This design comes from an exercise in tuning for small area on the open sky130 flow, not from production work.
Where RTL was checked, it was by simulation tests only, not by an equivalence proof against the original.
No activity file was given, so power comes from the tool's default toggle rates.

## dual_wheel_incremental_pid_drive
module dual_wheel_incremental_pid_drive #(
	parameter int TICK_BITS = dwpid_pkg::TICK_BITS
) (
	input  logic                        clk,
	input  logic                        arst_n,
	input  logic                        psel,
	input  logic                        penable,
	input  logic                        pwrite,
	input  logic [4:0]                  paddr,
	input  logic [31:0]                 pwdata,
	output logic [31:0]                 prdata,
	output logic                        pready,
	input  logic                        in_valid,
	output logic                        in_stall,
	input  logic [2:0]                  cmd,
	input  logic signed [15:0]          speed,
	input  logic signed [TICK_BITS-1:0] left_ticks,
	input  logic signed [TICK_BITS-1:0] right_ticks,
	output logic                        out_valid,
	input  logic                        out_stall,
	output logic [15:0]                 left_duty,
	output logic [1:0]                  left_dir,
	output logic [15:0]                 right_duty,
	output logic [1:0]                  right_dir,
	output logic signed [15:0]          left_speed,
	output logic signed [15:0]          right_speed,
	output logic signed [31:0]          left_odometry,
	output logic signed [31:0]          right_odometry
);
make LEC_CHECK=0 CAP_MARGIN=20 CORE_MARGIN=2 CORE_UTILIZATION=40 SLEW_MARGIN=20 finish   # period 12.0 ns
run.sh (not shown) runs the stock make flow with config.mk's settings and CLKGATE_MAP_FILE= SYNTH_SCRIPT=/design/flow/synth_recipe.tcl, a recipe that flattens the netlist after the stock synthesis.
Then changed:
Settings changed: CTS_BUF_LIST from default to sky130_fd_sc_hd__clkbuf_8, CTS_CLUSTER_SIZE from default to 30.
After rerunning: Routed wire length went up by about 1%. Total power went down by 3.1%. Hold slack gets better by 0.019 ns. Cell count went up by 1.7%. Setup slack gets worse by 0.043 ns. Die area stays the same.
No run of this note included a check of the RTL's function; only the layout flow was run.


## alpha
Another version of the RTL of dual_wheel_incremental_pid_drive (not shown whole).
For scale: about 1800 cells after synthesis.
export LEC_CHECK = 0
export CAP_MARGIN = 20
export CORE_MARGIN = 2
export CORE_UTILIZATION = 75
export SLEW_MARGIN = 20
create_clock -name core_clock -period 12.0 [get_ports {clk}]
standard.sh (not shown) runs the stock make flow with config.mk's settings and CLKGATE_MAP_FILE= SYNTH_SCRIPT=/design/flow/synth_recipe.tcl, a recipe that flattens the netlist after the stock synthesis.
==> flow/flow/run.sh <==
#!/bin/bash
# The standard layout (standard.sh, unchanged synthesis) with two placement/CTS options:
# ports are buffered with the smallest buffer, and CTS adds no dummy loads.
set -euo pipefail
export BUFFER_PORTS_ARGS="-buffer_cell sky130_fd_sc_hd__buf_1"
export CTS_ARGS="-sink_clustering_enable -repair_clock_nets -sink_clustering_size 24 -sink_clustering_max_diameter 120 -buf_list sky130_fd_sc_hd__clkbuf_16 -dont_use_dummy_load"
bash standard.sh finish > standard.log 2>&1
The inputs of beta differ from those of alpha as listed below.
- CTS_CLUSTER_SIZE now 24, previously not set
- CTS_BUF_LIST now sky130_fd_sc_hd__clkbuf_16, previously not set
- CORE_UTILIZATION now 40, was 75
- CTS_CLUSTER_DIAMETER now 120, previously not set
## What came out
- beta: PASS, flow complete, no timing, DRC or antenna violations
- What alpha reported for total wirelength of the detailed-routed design has to be multiplied by 1.07 to get the figure for beta.
- Final period demand of the worst path up 0.25 ns in beta wrt alpha
- Per the comparison of beta with alpha, worst setup slack after layout decreased by 0.25 ns relative to the old numbers; combinational power closely matched the old numbers.
- Tightest hold margin: alpha and beta compared, higher one is alpha
- Taking beta as 1.0, alpha lands at 0.72 on number of rows created at floorplan.
- beta vs alpha: post-layout instance area up
- Leakage power total (beta vs. alpha) increases slightly
- NOTE: detailed-routed wire length on met3 in beta falls short of that of alpha
Input-level comparison between gamma and beta:
- CORE_UTILIZATION now 60, was 40
- CTS_CLUSTER_SIZE no longer set, was 24
- CTS_BUF_LIST no longer set, was sky130_fd_sc_hd__clkbuf_16
- CTS_CLUSTER_DIAMETER no longer set, was 120
The setup slack of the critical path after layout in gamma was higher than what beta gave. Iteration-0 DRC count of the detailed router in gamma vs beta: down about 15%. Of beta and gamma, the run reporting the lower non-clock buffer count was gamma. Critical path depth in gamma vs beta: up 1.


Setup of JK:
Another version of the RTL of dual_wheel_incremental_pid_drive (not shown whole).
For scale: roughly 260 I/O pins.
Design dual_wheel_incremental_pid_drive, start of the top module:
module dual_wheel_incremental_pid_drive #(
	parameter int TICK_BITS = dwpid_pkg::TICK_BITS
) (
	input  logic                        clk,
	input  logic                        arst_n,
	input  logic                        psel,
	input  logic                        penable,
	input  logic                        pwrite,
	input  logic [4:0]                  paddr,
	input  logic [31:0]                 pwdata,
	output logic [31:0]                 prdata,
	output logic                        pready,
	input  logic                        in_valid,
	output logic                        in_stall,
	input  logic [2:0]                  cmd,
	input  logic signed [15:0]          speed,
	input  logic signed [TICK_BITS-1:0] left_ticks,
	input  logic signed [TICK_BITS-1:0] right_ticks,
	output logic                        out_valid,
	input  logic                        out_stall,
	output logic [15:0]                 left_duty,
	output logic [1:0]                  left_dir,
	output logic [15:0]                 right_duty,
	output logic [1:0]                  right_dir,
	output logic signed [15:0]          left_speed,
	output logic signed [15:0]          right_speed,
	output logic signed [31:0]          left_odometry,
	output logic signed [31:0]          right_odometry
);
clock: 12.0 ns
lec_check: 0
cap_margin: 20
core_margin: 2
core_utilization: 40
slew_margin: 20
==> flow/flow/run.sh <==
#!/bin/bash
# The standard layout (standard.sh) with three options changed:
#  - synthesis runs flow/my_synth.tcl: the standard synthesis script, except that the
#    technology mapping uses Yosys's own (area-oriented) ABC script instead of ORFS's
#    delay-oriented one; registers, their names and cell types are unchanged;
#  - the port buffers are the smallest buffer cell;
#  - clock tree synthesis uses clkbuf_16 leaf clusters of up to 24 sinks and no dummy loads.
# All tool output goes to standard.log here and to ORFS's per-step logs under orfs/logs.
set -euo pipefail
HERE=$(pwd)
export BUFFER_PORTS_ARGS="-buffer_cell sky130_fd_sc_hd__buf_1"
export CTS_ARGS="-sink_clustering_enable -repair_clock_nets -sink_clustering_size 28 -sink_clustering_max_diameter 120 -buf_list sky130_fd_sc_hd__clkbuf_16 -dont_use_dummy_load"
bash standard.sh SYNTH_SCRIPT="$HERE/flow/my_synth.tcl" finish > standard.log 2>&1
==> flow/flow/my_synth.tcl <==
proc synth {args} { yosys synth -nofsm -noshare {*}$args }
# Same as synth_recipe.tcl (the standard synthesis), with ABC called without the ORFS script,
# constraint file and delay target.
# Technology mapping with Yosys's own ABC script for liberty mapping (area oriented), in place of
# ORFS's delay-oriented script; the -liberty and -dont_use arguments are kept.
proc abc {args} {
  set keep {}
  set i 0
  while {$i < [llength $args]} {
    set a [lindex $args $i]
    if {$a eq "-liberty" || $a eq "-dont_use"} {
      lappend keep $a [lindex $args [expr {$i + 1}]]
      incr i 2
    } elseif {$a eq "-script" || $a eq "-constr" || $a eq "-D"} {
      incr i 2
    } else {
      lappend keep $a
      incr i
    }
  }
  yosys abc {*}$keep
}
source $::env(SCRIPTS_DIR)/synth.tcl
# left out here: clear keep_hierarchy, flatten, clean up, hide names made inside functions, write 1_2_yosys.v
JK went all the way through synthesis, placement and routing and the layout is clean on timing, DRC and antenna.
Relative to JK, the following input files were edited for MS:
-- flow/flow/run.sh --
<<< JK, line 11
export BUFFER_PORTS_ARGS="-buffer_cell sky130_fd_sc_hd__buf_1"
export CTS_ARGS="-sink_clustering_enable -repair_clock_nets -sink_clustering_size 28 -sink_clustering_max_diameter 120 -buf_list sky130_fd_sc_hd__clkbuf_16 -dont_use_dummy_load"
bash standard.sh SYNTH_SCRIPT="$HERE/flow/my_synth.tcl" finish > standard.log 2>&1
>>> MS, line 11
export BUFFER_PORTS_ARGS="-buffer_cell sky130_fd_sc_hd__buf_1"
export CTS_ARGS="-sink_clustering_enable -repair_clock_nets -sink_clustering_size 20 -sink_clustering_max_diameter 150 -buf_list sky130_fd_sc_hd__clkbuf_16 -dont_use_dummy_load"
bash standard.sh SYNTH_SCRIPT="$HERE/flow/my_synth.tcl" finish > standard.log 2>&1
Results
- The final layout from MS, which completed every stage, passed the timing, DRC and antenna checks at the end of the flow.
- Worst-margin pin slew for MS: 11 ps down relative to JK
- On proportion of cell area spent on the clock network: MS sits above JK.
- On MS: number of detailed-route iterations in the first pass is 1 higher than what JK gave.
- MS -> JK: post-route non-filler standard cell count flat
- Higher design area was reported by MS, not JK.
- MS vs JK on shortest clock period the worst path allows after layout: MS is the lower one.
- In MS, the switching power of the nets came out 0.021 mW above the value in JK.
- Of JK and MS, the lower met3 wire length belongs to MS.
- Of the two candidates, JK has the worse worst setup margin and MS the better one.
- Total of fill cells in the finished design across JK and MS: no real change.

## port drivers added, routing unchanged
How much do the figures lean on ideal ports? The routed layouts below were timed once more, with nothing changed but the port constraints. Step 1 (the two cells are an assumption about what drives the block):
set clk [get_ports {clk}]
set_driving_cell -lib_cell sky130_fd_sc_hd__clkbuf_16 $clk
set_driving_cell -lib_cell sky130_fd_sc_hd__buf_2 [delete_from_list [all_inputs] $clk]
Step 2 moves the port delays by t, midway between the first and last clock arrival at a register: inputs arrive t later, outputs are due t later. That takes back most of the time a late clock gives input paths. a / b / c = ideal ports / drivers / drivers and shift; a / b = the first two.
run	t (ns)	setup WS [ns]	worst setup path at the end	latest minus earliest clock arrival (ns)
the first run of note 1	0.663	4.104 / 4.104 / 4.104	register to register	0.054 / 0.054
the second run of note 1	0.726	4.061 / 4.061 / 4.061	register to register	0.051 / 0.051
alpha	0.568	0.752 / 0.752 / 0.752	register to register	0.085 / 0.084
beta	0.593	0.504 / 0.504 / 0.504	register to register	0.072 / 0.072
gamma	0.584	0.564 / 0.564 / 0.564	register to register	0.059 / 0.059
JK	0.578	0.614 / 0.614 / 0.614	register to register	0.050 / 0.049
MS	0.599	0.641 / 0.641 / 0.641	register to register	0.069 / 0.069
After both steps every run listed still meets setup and hold.
